This design comes from an exercise in tuning for small area, a short achievable clock period and few clock cycles on the open sky130 flow, not from production work.
Where RTL was checked, it was by simulation tests only, not by an equivalence proof against the original.
No activity file was given, so power comes from the tool's default toggle rates.

## search_top
module search_top
#(
  parameter int DIM = 4,
  parameter int PQ_LENGTH = 5,
  parameter int IN_DEPTH = 4,
  parameter int OUT_CREDITS = 2
) (
  input  logic                   clk_100mhz,
  input  logic                   sys_rst,
  input  logic                   in_valid,
  input  logic [1:0]             in_op,
  input  logic [$clog2(DIM)-1:0] in_index,
  input  logic [15:0]            in_data,
  input  logic [15:0]            in_id,
  output logic                   in_credit,
  output logic                   res_valid,
  output logic [15:0]            res_id,
  output logic [39:0]            res_dist,
  output logic                   res_last,
  input  logic                   out_credit
);
  localparam int DW = 35;    
  localparam int NQ = PQ_LENGTH;
  logic in_q, in_c, in_e;
  assign in_q = in_valid && (in_op == 2'd0);
  assign in_c = in_valid && (in_op == 2'd1);
  assign in_e = in_valid && (in_op == 2'd2);
  logic       busy;       
  logic       cq;         
  logic [2:0] owed;       
  logic [3:0] nfree;      
  logic       withhold;
  logic       credit_d;
  logic       r_e, d_e, s_e, pe, drain_on;
  logic [2:0] owed_inc, owed_dec;
  logic [3:0] nfree_inc;
  logic       nfree_full;
  assign owed_inc   = owed + 3'd1;
  assign owed_dec   = owed - 3'd1;
  assign nfree_inc  = nfree + 4'd1;
  assign nfree_full = (nfree > 4'd3 + 4'(owed));
  assign busy     = r_e || d_e || s_e || pe || drain_on;
  assign withhold = busy && nfree_full && (in_c || in_e);
  assign credit_d = (in_valid && !withhold) || (!busy && (owed != 3'd0));
  always_ff @(posedge clk_100mhz) begin
    if (sys_rst) begin
      in_credit <= 1'b0;
      owed      <= 3'd0;
      nfree     <= 4'd0;
      cq        <= 1'b0;
    end else begin
      in_credit <= credit_d;
      if (in_valid && withhold) begin
  ...
For scale: ~2300 cells after synthesis, about 630 flip-flops, about 99 I/O pins, roughly 0.030 sq mm of cells after synthesis.
Settings: LEC_CHECK=0, CAP_MARGIN=20, CORE_MARGIN=2, CORE_UTILIZATION=60, CTS_CLUSTER_DIAMETER=150, CTS_CLUSTER_SIZE=25, SLEW_MARGIN=20; clock period 14.0 ns.
standard.sh (not shown) runs the stock make flow with config.mk's settings and CLKGATE_MAP_FILE= SYNTH_SCRIPT=/design/flow/synth_recipe.tcl, a recipe that flattens the netlist after the stock synthesis.
==> flow/flow/run.sh <==
#!/bin/bash
# Standard layout, with repair_timing aiming for extra setup slack.
set -euo pipefail
bash standard.sh SETUP_SLACK_MARGIN=10 finish > standard.log 2>&1
Then changed:
--- a/flow/design.v
+++ b/flow/design.v
@@ -799,43 +799,32 @@
   assign in_e = in_valid && (in_op == 2'd2);
   logic       busy;       
   logic       cq;         
   logic [2:0] owed;       
   logic [3:0] nfree;      
   logic       withhold;
   logic       credit_d;
   logic       r_e, d_e, s_e, pe, drain_on;
-  logic [2:0] owed_inc, owed_dec;
-  logic [3:0] nfree_inc;
-  logic       nfree_full;
-  assign owed_inc   = owed + 3'd1;
-  assign owed_dec   = owed - 3'd1;
-  assign nfree_inc  = nfree + 4'd1;
-  assign nfree_full = (nfree > 4'd3 + 4'(owed));
   assign busy     = r_e || d_e || s_e || pe || drain_on;
-  assign withhold = busy && nfree_full && (in_c || in_e);
+  assign withhold = busy && (nfree > 4'd3 + 4'(owed)) && (in_c || in_e);
   assign credit_d = (in_valid && !withhold) || (!busy && (owed != 3'd0));
   always_ff @(posedge clk_100mhz) begin
     if (sys_rst) begin
       in_credit <= 1'b0;
       owed      <= 3'd0;
       nfree     <= 4'd0;
       cq        <= 1'b0;
     end else begin
       in_credit <= credit_d;
-      if (in_valid && withhold) begin
-        owed <= owed_inc;
-      end else if (!in_valid && !busy && owed != 3'd0) begin
-        owed <= owed_dec;
-      end
+      owed      <= owed + 3'(in_valid) - 3'(credit_d);
       if (!busy) begin
         nfree <= 4'd0;
       end else if (in_c || in_e) begin
-        nfree <= nfree_inc;
+        nfree <= nfree + 4'd1;
       end
       if (in_e) begin
         cq <= 1'b0;
       end else if (in_c && in_index == 2'(DIM - 1)) begin
         cq <= 1'b1;
       end
     end
   end
@@ -999,24 +988,27 @@
       n_ph    <= 2'd0;
       n_c2    <= 1'b0;
       n_r1    <= 1'b0;
       n_p     <= 3'd0;
     end else begin
       n_valid <= take || (n_valid && !ins);
       if (take || ins || last_beat) begin
         n_ph <= 2'd0;
+      end else if (step && n_ph == 2'd1 && (n_c2 != r_le)) begin
+        n_ph <= 2'd3;
       end else if (step) begin
         n_ph <= n_ph + 2'd1;
       end
       if (step && n_ph == 2'd0) begin
         n_c2 <= r_le;
       end
       if (step && n_ph == 2'd1) begin
         n_r1 <= r_le;
+        n_p  <= n_c2 ? 3'd3 : 3'd2;
       end
       if (step && n_ph == 2'd2) begin
         n_p <= p_fin;
       end
     end
   end
   logic [2:0]    top_rk;    
   logic [NQ-1:0] wr;
@@ -1071,16 +1063,17 @@
     end
   end
   logic [2:0] pe_k;
   logic [2:0] dr_left;    
   logic [1:0] cred;       
   logic [2:0] dr_nxt;
   logic [1:0] cred_nxt;
   logic       start;
+  assign drain_on  = (dr_left != 3'd0);
   assign beat      = res_valid;
   assign last_beat = res_valid && res_last;
   assign start     = pe && !drain_on && (!n_valid || ins);
   always_ff @(posedge clk_100mhz) begin
     if (sys_rst) begin
       pe <= 1'b0;
     end else begin
       pe <= s_e || (pe && !start);
@@ -1121,22 +1114,20 @@
       dr_j <= 3'd0;
     end else begin
       dr_j <= j_nxt;
     end
   end
   always_ff @(posedge clk_100mhz) begin
     if (sys_rst) begin
       dr_left   <= 3'd0;
-      drain_on  <= 1'b0;
       cred      <= 2'(OUT_CREDITS);
       res_valid <= 1'b0;
     end else begin
       dr_left   <= dr_nxt;
-      drain_on  <= (dr_nxt != 3'd0);
       cred      <= cred_nxt;
       res_valid <= (dr_nxt != 3'd0) && (cred_nxt != 2'd0);
     end
     res_last <= (dr_nxt == 3'd1) || (j_nxt + 3'd1 >= cnt_nxt);
   end
   assign res_id   = h_id;
   assign res_dist = {5'd0, h_d};
 endmodule
=>
- cell area is about the same
- setup slack got worse by 140 ps
- synthesized area decreases by 1.5%
- critical path depth rose by 4
- via count came out lower by 3.8%
- die area went down by 1.4%
- global-route usage drops by 0.25 points
- cell count came out lower by 1.9%
- first-iteration DRC count goes down by 13%
- total power climbs by 16%
Function was not checked in any run of this note: the RTL went through the layout flow alone.

---

Setup of main:
search_top, a different RTL version from the one above (not shown whole).
For scale: ~99 I/O pins.
export LEC_CHECK = 0
export CAP_MARGIN = 20
export CORE_MARGIN = 2
export CORE_UTILIZATION = 60
export CTS_CLUSTER_DIAMETER = 150
export CTS_CLUSTER_SIZE = 25
export SLEW_MARGIN = 20
create_clock -name core_clock -period 14.0 [get_ports {clk_100mhz}]
==> flow/flow/run.sh <==
#!/bin/bash
# Standard layout, with repair_timing aiming for extra setup slack and plain
# buffers on the ports.
set -euo pipefail
bash standard.sh SETUP_SLACK_MARGIN=10 "BUFFER_PORTS_ARGS=-buffer_cell sky130_fd_sc_hd__buf_2" finish > standard.log 2>&1
Edits applied to the flow inputs when going from main to the feature branch:
--- a/flow/design.v
+++ b/flow/design.v
@@ -967,31 +967,26 @@
       2'd0:    n_plo = 3'd0;
       2'd1:    n_plo = n_c2 ? 3'd3 : 3'd0;
       2'd2:    n_plo = {n_c2, n_r1} == 2'b11 ? 3'd4 : {n_c2, n_r1} == 2'b10 ? 3'd3 :
                        {n_c2, n_r1} == 2'b01 ? 3'd2 : 3'd0;
       default: n_plo = n_p;
     endcase
   end
   assign n_drop = n_valid && (n_plo >= pe_k);
-  logic n_gone;
-  assign n_gone = n_drop && pe && !drain_on && !ins;
   assign step = n_valid && (n_ph != 2'd3) && !drain_on;
   assign ins  = n_valid && (n_ph == 2'd3) && !drain_on;
   always_comb begin
     if (drain_on) begin
-      sel_rk = beat ? dr_j1 : dr_j;
-    end else if (!n_valid) begin
-      sel_rk = 3'd0;
+      sel_rk = dr_j1;
     end else begin
       case (n_ph)
         2'd0:    sel_rk = 3'd2;
         2'd1:    sel_rk = n_c2 ? 3'd3 : 3'd1;
-        2'd2:    sel_rk = n_c2 ? 3'd4 : 3'd0;
-        default: sel_rk = 3'd0;
+        default: sel_rk = n_c2 ? 3'd4 : 3'd0;
       endcase
     end
     sel_d  = '0;
     sel_id = '0;
     for (int i = 0; i < NQ; i++) begin
       sel_hit[i] = (q_rk[i] == sel_rk);
       sel_d  = sel_d  | (q_d[i]  & {DW{sel_hit[i]}});
       sel_id = sel_id | (q_id[i] & {16{sel_hit[i]}});
@@ -1013,17 +1008,17 @@
   always_ff @(posedge clk_100mhz) begin
     if (sys_rst) begin
       n_valid <= 1'b0;
       n_ph    <= 2'd0;
       n_c2    <= 1'b0;
       n_r1    <= 1'b0;
       n_r2    <= 1'b0;
     end else begin
-      n_valid <= take || (n_valid && !ins && !n_gone);
+      n_valid <= take || (n_valid && !ins && !(start && n_drop));
       if (take || ins || last_beat) begin
         n_ph <= 2'd0;
       end else if (step) begin
         n_ph <= n_ph + 2'd1;
       end
       if (step && n_ph == 2'd0) begin
         n_c2 <= r_le;
       end
@@ -1074,31 +1069,31 @@
           end
         end
       end
     end
   end
   logic [DW-1:0] h_d;
   logic [15:0]   h_id;
   always_ff @(posedge clk_100mhz) begin
-    if (ins_take && n_p == 3'd0) begin
-      h_d  <= n_d;
-      h_id <= n_id;
-    end else begin
+    if (beat) begin
       h_d  <= sel_d;
       h_id <= sel_id;
+    end else if (ins_take && n_p == 3'd0) begin
+      h_d  <= n_d;
+      h_id <= n_id;
     end
   end
   logic [2:0] dr_left;    
   logic [1:0] cred;       
   logic [2:0] dr_nxt;
   logic [1:0] cred_nxt;
   assign beat      = res_valid;
   assign last_beat = res_valid && res_last;
-  assign start     = pe && !drain_on && (!n_valid || ins);
+  assign start     = pe && !drain_on && (!n_valid || ins || n_drop);
   always_ff @(posedge clk_100mhz) begin
     if (sys_rst) begin
       pe <= 1'b0;
     end else begin
       pe <= s_e || (pe && !start);
     end
     if (r_e) begin
       pe_k <= k_clamp;
### Flow results
Taking main as the reference, in the feature branch total wirelength of the detailed-routed design saw a decrease; sum of overflow across all layers after global routing saw little to no change; number of buffers inserted to repair setup after CTS saw a decrease; die outline height saw an increase. The feature branch against main; total vias in the final route is up slightly. Floorplan check, the feature branch vs main: die outline larger in the feature branch. Going from main to the feature branch, area after synthesis went up 1.7%; clock tree buffer count of the final layout went down 1.9%; non-clock buffer count went down 17%; sequential share of layout area went up 1.7 points; final instance area held. Comparing main and the feature branch, the lower signed area change from the synthesized netlist to the final layout is on the feature branch. The feature branch consumes more power than main does. reg2out as the critical path class was reported by the feature branch, and reg2reg by main.
Testbench counts of the feature branch, summed over its fixed seeds: cycles 18,905.
For main, only the layout was checked, not whether the RTL still works.

---

search_top, a different RTL version from the one above (not shown whole).
Size: roughly 99 I/O pins, ~30000 sq um of cells after synthesis.
==> flow/config.mk <==
export PLATFORM = sky130hd
export DESIGN_NAME = search_top
export DESIGN_NICKNAME = search_top
export VERILOG_FILES = /design/flow/design.v
export SDC_FILE = /design/flow/constraint.sdc
export NUM_CORES = 4
export LEC_CHECK = 0
export CAP_MARGIN = 20
export CORE_MARGIN = 2
export CORE_UTILIZATION = 60
export CTS_CLUSTER_DIAMETER = 150
export CTS_CLUSTER_SIZE = 25
export SLEW_MARGIN = 20
==> flow/constraint.sdc <==
create_clock -name core_clock -period 14.0 [get_ports {clk_100mhz}]
set_input_delay 2.8000 -clock core_clock [delete_from_list [all_inputs] [get_ports {clk_100mhz}]]
set_output_delay 2.8000 -clock core_clock [all_outputs]
set_load 0.01 [all_outputs]
Scripts as last shown in full above: flow/flow/run.sh
Change:
--- a/flow/design.v
+++ b/flow/design.v
@@ -889,18 +889,18 @@
       d_c <= 1'b0;
       d_e <= 1'b0;
     end else begin
       d_c <= r_c;
       d_e <= r_e;
     end
     d_first <= (r_idx == 2'd0);
     d_last  <= (r_idx == 2'(DIM - 1));
-    d_y     <= sub[15:0] ^ {16{sub[16]}};
-    d_neg   <= sub[16];
+    d_y     <= (sub[15:0] ^ {16{sub[16]}}) & {16{r_c}};
+    d_neg   <= sub[16] && r_c;
   end
   logic [31:0] sq_s, sq_c;
   logic [31:0] s_s, s_cy;
   logic        s_c, s_first, s_last;
   sq_tree sq0 (
     .y(d_y),
     .neg(d_neg),
     .s(sq_s),
@@ -918,23 +918,21 @@
     s_last  <= d_last;
     s_s     <= sq_s;
     s_cy    <= sq_c;
   end
   logic [DW-1:0] acc;
   logic          a_done;    
   logic          take;      
   logic [DW-1:0] acc_in, csa_x, csa_y;
-  assign acc_in = s_first ? DW'(0) : acc;
+  assign acc_in = (s_c && s_first) ? DW'(0) : acc;
   assign csa_x  = acc_in ^ DW'(s_s) ^ DW'(s_cy);
   assign csa_y  = ((acc_in & DW'(s_s)) | (acc_in & DW'(s_cy)) | (DW'(s_s) & DW'(s_cy))) << 1;
   always_ff @(posedge clk_100mhz) begin
-    if (s_c) begin
-      acc <= csa_x + csa_y;
-    end
+    acc <= csa_x + csa_y;
   end
   always_ff @(posedge clk_100mhz) begin
     if (sys_rst) begin
       a_done <= 1'b0;
     end else begin
       a_done <= (s_c && s_last) || (a_done && !take);
     end
   end
@@ -956,39 +954,45 @@
   logic [2:0]    q_cnt;
   logic [2:0]    sel_rk;    
   logic [NQ-1:0] sel_hit;
   logic [DW-1:0] sel_d;
   logic [15:0]   sel_id;
   logic          r_le;
   logic [2:0]    dr_j;      
   logic [2:0]    dr_j1;     
-  logic [2:0]    n_plo;     
-  logic          n_drop;    
+  logic          n_dr;      
+  logic          dr_now;    
   assign take = a_done && (!n_valid || ins) && !pe;
   always_comb begin
-    case (n_ph)
-      2'd0:    n_plo = 3'd0;
-      2'd1:    n_plo = n_c2 ? 3'd3 : 3'd0;
-      2'd2:    n_plo = {n_c2, n_r1} == 2'b11 ? 3'd4 : {n_c2, n_r1} == 2'b10 ? 3'd3 :
-                       {n_c2, n_r1} == 2'b01 ? 3'd2 : 3'd0;
-      default: n_plo = n_p;
-    endcase
+    dr_now = 1'b0;
+    if (n_ph == 2'd0) begin
+      dr_now = r_le && (pe_k <= 3'd3);
+    end else if (n_ph == 2'd1) begin
+      case ({n_c2, r_le})
+        2'b11:   dr_now = (pe_k <= 3'd4);
+        2'b10:   dr_now = (pe_k <= 3'd3);
+        2'b01:   dr_now = (pe_k <= 3'd2);
+        default: dr_now = 1'b0;
+      endcase
+    end
   end
-  assign n_drop = n_valid && (n_plo >= pe_k);
-  assign step = n_valid && (n_ph != 2'd3) && !drain_on;
+  assign step = n_valid && (n_ph != 2'd3) && !drain_on && !n_dr;
   assign ins  = n_valid && (n_ph == 2'd3) && !drain_on;
   always_comb begin
     if (drain_on) begin
-      sel_rk = dr_j1;
+      sel_rk = beat ? dr_j1 : dr_j;
+    end else if (!n_valid || n_dr) begin
+      sel_rk = 3'd0;
     end else begin
       case (n_ph)
         2'd0:    sel_rk = 3'd2;
         2'd1:    sel_rk = n_c2 ? 3'd3 : 3'd1;
-        default: sel_rk = n_c2 ? 3'd4 : 3'd0;
+        2'd2:    sel_rk = n_c2 ? 3'd4 : 3'd0;
+        default: sel_rk = 3'd0;
       endcase
     end
     sel_d  = '0;
     sel_id = '0;
     for (int i = 0; i < NQ; i++) begin
       sel_hit[i] = (q_rk[i] == sel_rk);
       sel_d  = sel_d  | (q_d[i]  & {DW{sel_hit[i]}});
       sel_id = sel_id | (q_id[i] & {16{sel_hit[i]}});
@@ -1009,18 +1013,24 @@
   end
   always_ff @(posedge clk_100mhz) begin
     if (sys_rst) begin
       n_valid <= 1'b0;
       n_ph    <= 2'd0;
       n_c2    <= 1'b0;
       n_r1    <= 1'b0;
       n_r2    <= 1'b0;
+      n_dr    <= 1'b0;
     end else begin
-      n_valid <= take || (n_valid && !ins && !(start && n_drop));
+      n_valid <= take || (n_valid && !ins && !(start && n_dr));
+      if (take) begin
+        n_dr <= 1'b0;
+      end else if (step && pe && dr_now) begin
+        n_dr <= 1'b1;
+      end
       if (take || ins || last_beat) begin
         n_ph <= 2'd0;
       end else if (step) begin
         n_ph <= n_ph + 2'd1;
       end
       if (step && n_ph == 2'd0) begin
         n_c2 <= r_le;
       end
@@ -1071,31 +1081,31 @@
           end
         end
       end
     end
   end
   logic [DW-1:0] h_d;
   logic [15:0]   h_id;
   always_ff @(posedge clk_100mhz) begin
-    if (beat) begin
-      h_d  <= sel_d;
-      h_id <= sel_id;
-    end else if (ins_take && n_p == 3'd0) begin
+    if (ins_take && n_p == 3'd0) begin
       h_d  <= n_d;
       h_id <= n_id;
+    end else begin
+      h_d  <= sel_d;
+      h_id <= sel_id;
     end
   end
   logic [2:0] dr_left;    
   logic [1:0] cred;       
   logic [2:0] dr_nxt;
   logic [1:0] cred_nxt;
   assign beat      = res_valid;
   assign last_beat = res_valid && res_last;
-  assign start     = pe && !drain_on && (!n_valid || ins || n_drop);
+  assign start     = pe && !drain_on && (!n_valid || ins || n_dr);
   always_ff @(posedge clk_100mhz) begin
     if (sys_rst) begin
       pe <= 1'b0;
     end else begin
       pe <= s_e || (pe && !start);
     end
     if (r_e) begin
       pe_k <= k_clamp;
What happened:
- The new run went through all stages and came out clean
- synthesized area falls by about 3.4%
- die area drops by 3.3%
- power drops by 46%
- wire length is higher by about 0.43%
- maximum frequency goes down by 8.9%
- clock power falls by about 1%
- via count increases by about 1.5%
- clock-buffer cell count is unchanged
Function was not checked in any run of this note: the RTL went through the layout flow alone.

[port drivers added, routing unchanged]
Ports are ideal in the flow. The routed layouts listed here were re-timed in OpenROAD. Step 1 sets driving cells, clkbuf_16 on the clock port and buf_2 on the other inputs (assumed; they add their load-dependent delay and slew). Step 2 times the ports against the registers' clock, not the clock port: input delays grow and output delays shrink by t, the midpoint of the rising clock arrivals with the driver on. Three values: no drivers, after step 1, after step 2; two values: the first two.
run	shift t [ns]	setup slack, ns	clock arrival spread, ns	worst register clock-pin slew, ns
the first run of note 1	0.673	9.781 / 9.781 / 9.500	0.057 / 0.058	0.11 / 0.11
the second run of note 1	0.651	9.642 / 9.642 / 9.220	0.051 / 0.050	0.10 / 0.10
main	0.663	9.939 / 9.939 / 9.484	0.048 / 0.048	0.10 / 0.10
the feature branch	0.647	10.006 / 9.949 / 9.547	0.026 / 0.026	0.11 / 0.11
the first run of note 3	0.671	9.978 / 9.919 / 9.563	0.048 / 0.048	0.11 / 0.11
the second run of note 3	0.665	9.583 / 9.583 / 9.553	0.032 / 0.031	0.11 / 0.11
After both steps setup and hold are still met in every run listed. For the feature branch, which loses most, drivers alone change the setup slack by -0.057 ns; drivers and shift together by -0.459 ns.
